What follows belongs to an exercise in optimizing a design on an open flow for small area, a short achievable clock period and few clock cycles per item; a production flow would make more cautious choices. Where RTL was checked, it was by simulation tests only, not by an equivalence proof against the original. Power figures rest on the tool's default switching activity, not on a simulated workload.

// div_top
module div_top
(
  input  logic        CLK,
  input  logic        RST_N,
  input  logic        in_valid,
  output logic        in_ready,
  input  logic [31:0] in_a,
  input  logic [31:0] in_b,
  input  logic [1:0]  in_op,
  output logic        r_valid,
  input  logic        r_ready,
  output logic [31:0] r_data
);
  logic        recirc;
  logic [31:0] result;
  logic        s0_valid;
  logic        s0_done;
  logic [0:0] s0_rem;
  logic [31:0] s0_dq;
  logic [31:0] s0_divisor;
  logic        s0_neg;
  logic        s0_take_rem;
  logic        s1_valid;
  logic        s1_done;
  logic [2:0] s1_rem;
  logic [31:0] s1_dq;
  logic [31:0] s1_divisor;
  logic        s1_neg;
  logic        s1_take_rem;
  logic        s2_valid;
  logic        s2_done;
  logic [4:0] s2_rem;
  logic [31:0] s2_dq;
  logic [31:0] s2_divisor;
  logic        s2_neg;
  logic        s2_take_rem;
  logic        s3_valid;
  logic        s3_done;
  logic [5:0] s3_rem;
  logic [31:0] s3_dq;
  logic [31:0] s3_divisor;
  logic        s3_neg;
  logic        s3_take_rem;
  logic        s4_valid;
  logic        s4_done;
  logic [6:0] s4_rem;
  logic [31:0] s4_dq;
  logic [31:0] s4_divisor;
  logic        s4_neg;
  logic        s4_take_rem;
  logic        s5_valid;
  logic        s5_done;
  logic [7:0] s5_rem;
  logic [31:0] s5_dq;
  logic [31:0] s5_divisor;
  logic        s5_neg;
  logic        s5_take_rem;
  logic        s6_valid;
  logic        s6_done;
  logic [8:0] s6_rem;
  logic [31:0] s6_dq;
  logic [31:0] s6_divisor;
  logic        s6_neg;
  logic        s6_take_rem;
  logic        s7_valid;
  logic        s7_done;
  logic [9:0] s7_rem;
  logic [31:0] s7_dq;
  logic [31:0] s7_divisor;
  logic        s7_neg;
  logic        s7_take_rem;
  logic        s8_valid;
  logic        s8_done;
  logic [10:0] s8_rem;
  logic [31:0] s8_dq;
  logic [31:0] s8_divisor;
  logic        s8_neg;
  logic        s8_take_rem;
  logic        s9_valid;
  logic        s9_done;
  logic [11:0] s9_rem;
  logic [31:0] s9_dq;
  logic [31:0] s9_divisor;
  logic        s9_neg;
  logic        s9_take_rem;
  logic        s10_valid;
  logic        s10_done;
  logic [12:0] s10_rem;
  logic [31:0] s10_dq;
  logic [31:0] s10_divisor;
  logic        s10_neg;
  ...
Settings: LEC_CHECK=0, CAP_MARGIN=20, CORE_MARGIN=2, CORE_UTILIZATION=40, CTS_CLUSTER_DIAMETER=100, CTS_CLUSTER_SIZE=32, SETUP_SLACK_MARGIN=3.8, SLEW_MARGIN=20, TNS_END_PERCENT=10; clock period 7.0 ns.
run.sh (not shown) runs the stock make flow with config.mk's settings and CLKGATE_MAP_FILE= SYNTH_SCRIPT=/design/flow/synth_recipe.tcl, a recipe that flattens the netlist after the stock synthesis.
The baseline went through all stages and came out clean.
Testbench counts at the start, summed over its fixed seeds: cycles 9,848, items 9,600.
Rerun with:
- CAP_MARGIN: 20 -> 5
- SETUP_SLACK_MARGIN: 3.8 -> 3.6
- SLEW_MARGIN: 20 -> 5
- TNS_END_PERCENT: 10 -> not set
Final cell count is about the same.
Sequential cell count is unchanged.
Wire length went down by 1.7%.
Setup slack improves by 140 ps.
Sequential power is about the same.
Count of clock-buffer cells in the layout went down by 5.
Rerun with:
- CTS_CLUSTER_SIZE: 32 -> 28
What happened:
- The new run produced a clean layout
- register-to-register slack is better by 50 ps
- cell area is about the same
- final cell count barely changes
- utilization stays flat
- setup slack is better by 48 ps
- clock-buffer cell count goes up by 10
- power goes up by about 0.46%
- wire length goes up by 0.65%
- clock power goes up by about 1%
- combinational power goes up by about 0.6%
- non-clock buffer count goes up by 2

* * *

Setup of sierra:
Another version of the RTL of div_top (not shown whole).
Size in the first run: about 7,800 cells after synthesis, roughly 100 I/O pins, ~86,000 µm² of cells after synthesis.
make LEC_CHECK=0 CAP_MARGIN=20 CORE_MARGIN=2 CORE_UTILIZATION=40 CTS_CLUSTER_DIAMETER=100 CTS_CLUSTER_SIZE=32 SETUP_SLACK_MARGIN=4.1 SLEW_MARGIN=20 finish   # period 7.0 ns
Here is what was changed in the inputs of willow compared with sierra.
Settings: SETUP_SLACK_MARGIN: 4.1 -> 3.6.
Findings:
Diff willow..sierra | number of inserted diodes | unchanged
Per the comparison of willow with sierra, met3 demand-to-capacity share in global routing fell by 0.48 points; relative contribution of combinational cells to total power fell 3.8 points.
Summary of willow over sierra: estimated wirelength of the detail-placed design moved up, core occupancy in the finished layout moved down, maximum frequency moved up, final clock period utilization by the worst path moved down.
NOTE first-pass GRT wire length sierra->willow decreased by a few percent
Diff sierra -> willow: final-layout worst hold slack climbed 9.9 ps, total number of nets in the final design dropped 3.8%.
Against sierra, non-clock buffer count in willow fell by more than half.
For tundra, these inputs were changed with respect to willow:
Settings: PLACE_DENSITY: unset -> 0.72.
Notes after the runs:
- Arrival time reported for the critical path endpoint, tundra and willow, lower one = willow.
- Worst hold margin, tundra and willow: smaller value in tundra
- tundra vs. willow: flip-flop and latch area stayed essentially flat; wire length fell by about 1.5%.
## Diff of input files: cedar against tundra
Settings: PLACE_DENSITY: 0.72 -> unset; CTS_CLUSTER_SIZE: 32 -> 28; SLEW_MARGIN: 20 -> 5; CAP_MARGIN: 20 -> 5.
Findings:
- Taking tundra as the reference, in cedar layout overhead on the synthesized area +0.27 points, total power after layout ~0 delta.
- Compared to tundra, cedar has number of filler cells placed in the layout 241 higher.
No functional check of the RTL was part of any run of this note.

==> afterwards: timing with drivers on the ports <==
Ports are ideal in the flow. The routed layouts listed here were re-timed in OpenROAD.
Step 1: set_driving_cell puts a clkbuf_16 on CLK and a buf_2 on each other input, an assumption about the parent block.
Step 2 times the ports against the registers' clock, not the clock port: input delays grow and output delays shrink by t, the midpoint of the rising clock arrivals with the driver on.
Three values: ideal ports, drivers, drivers and shift; two values: the first two.
run	t, ns	setup slack, ns	clock arrival spread, ns	worst slew at a driven data input, ns
the first run of note 1	0.853	3.464 / 3.464 / 2.739	0.074 / 0.074	0.08
the second run of note 1	0.836	3.599 / 3.599 / 2.880	0.082 / 0.081	0.06
the third run of note 1	0.865	3.648 / 3.627 / 2.866	0.070 / 0.071	0.06
sierra	0.841	3.406 / 3.406 / 3.376	0.081 / 0.080	0.06
willow	0.850	3.447 / 3.447 / 2.914	0.081 / 0.081	0.06
tundra	0.842	3.386 / 3.386 / 2.957	0.082 / 0.082	0.10
cedar	0.852	3.487 / 3.487 / 2.905	0.074 / 0.074	0.06
After both steps setup and hold are still met in every run listed. The setup slack of the third run of note 1, which loses most, moves by -0.021 ns with the drivers and by -0.782 ns with both steps.
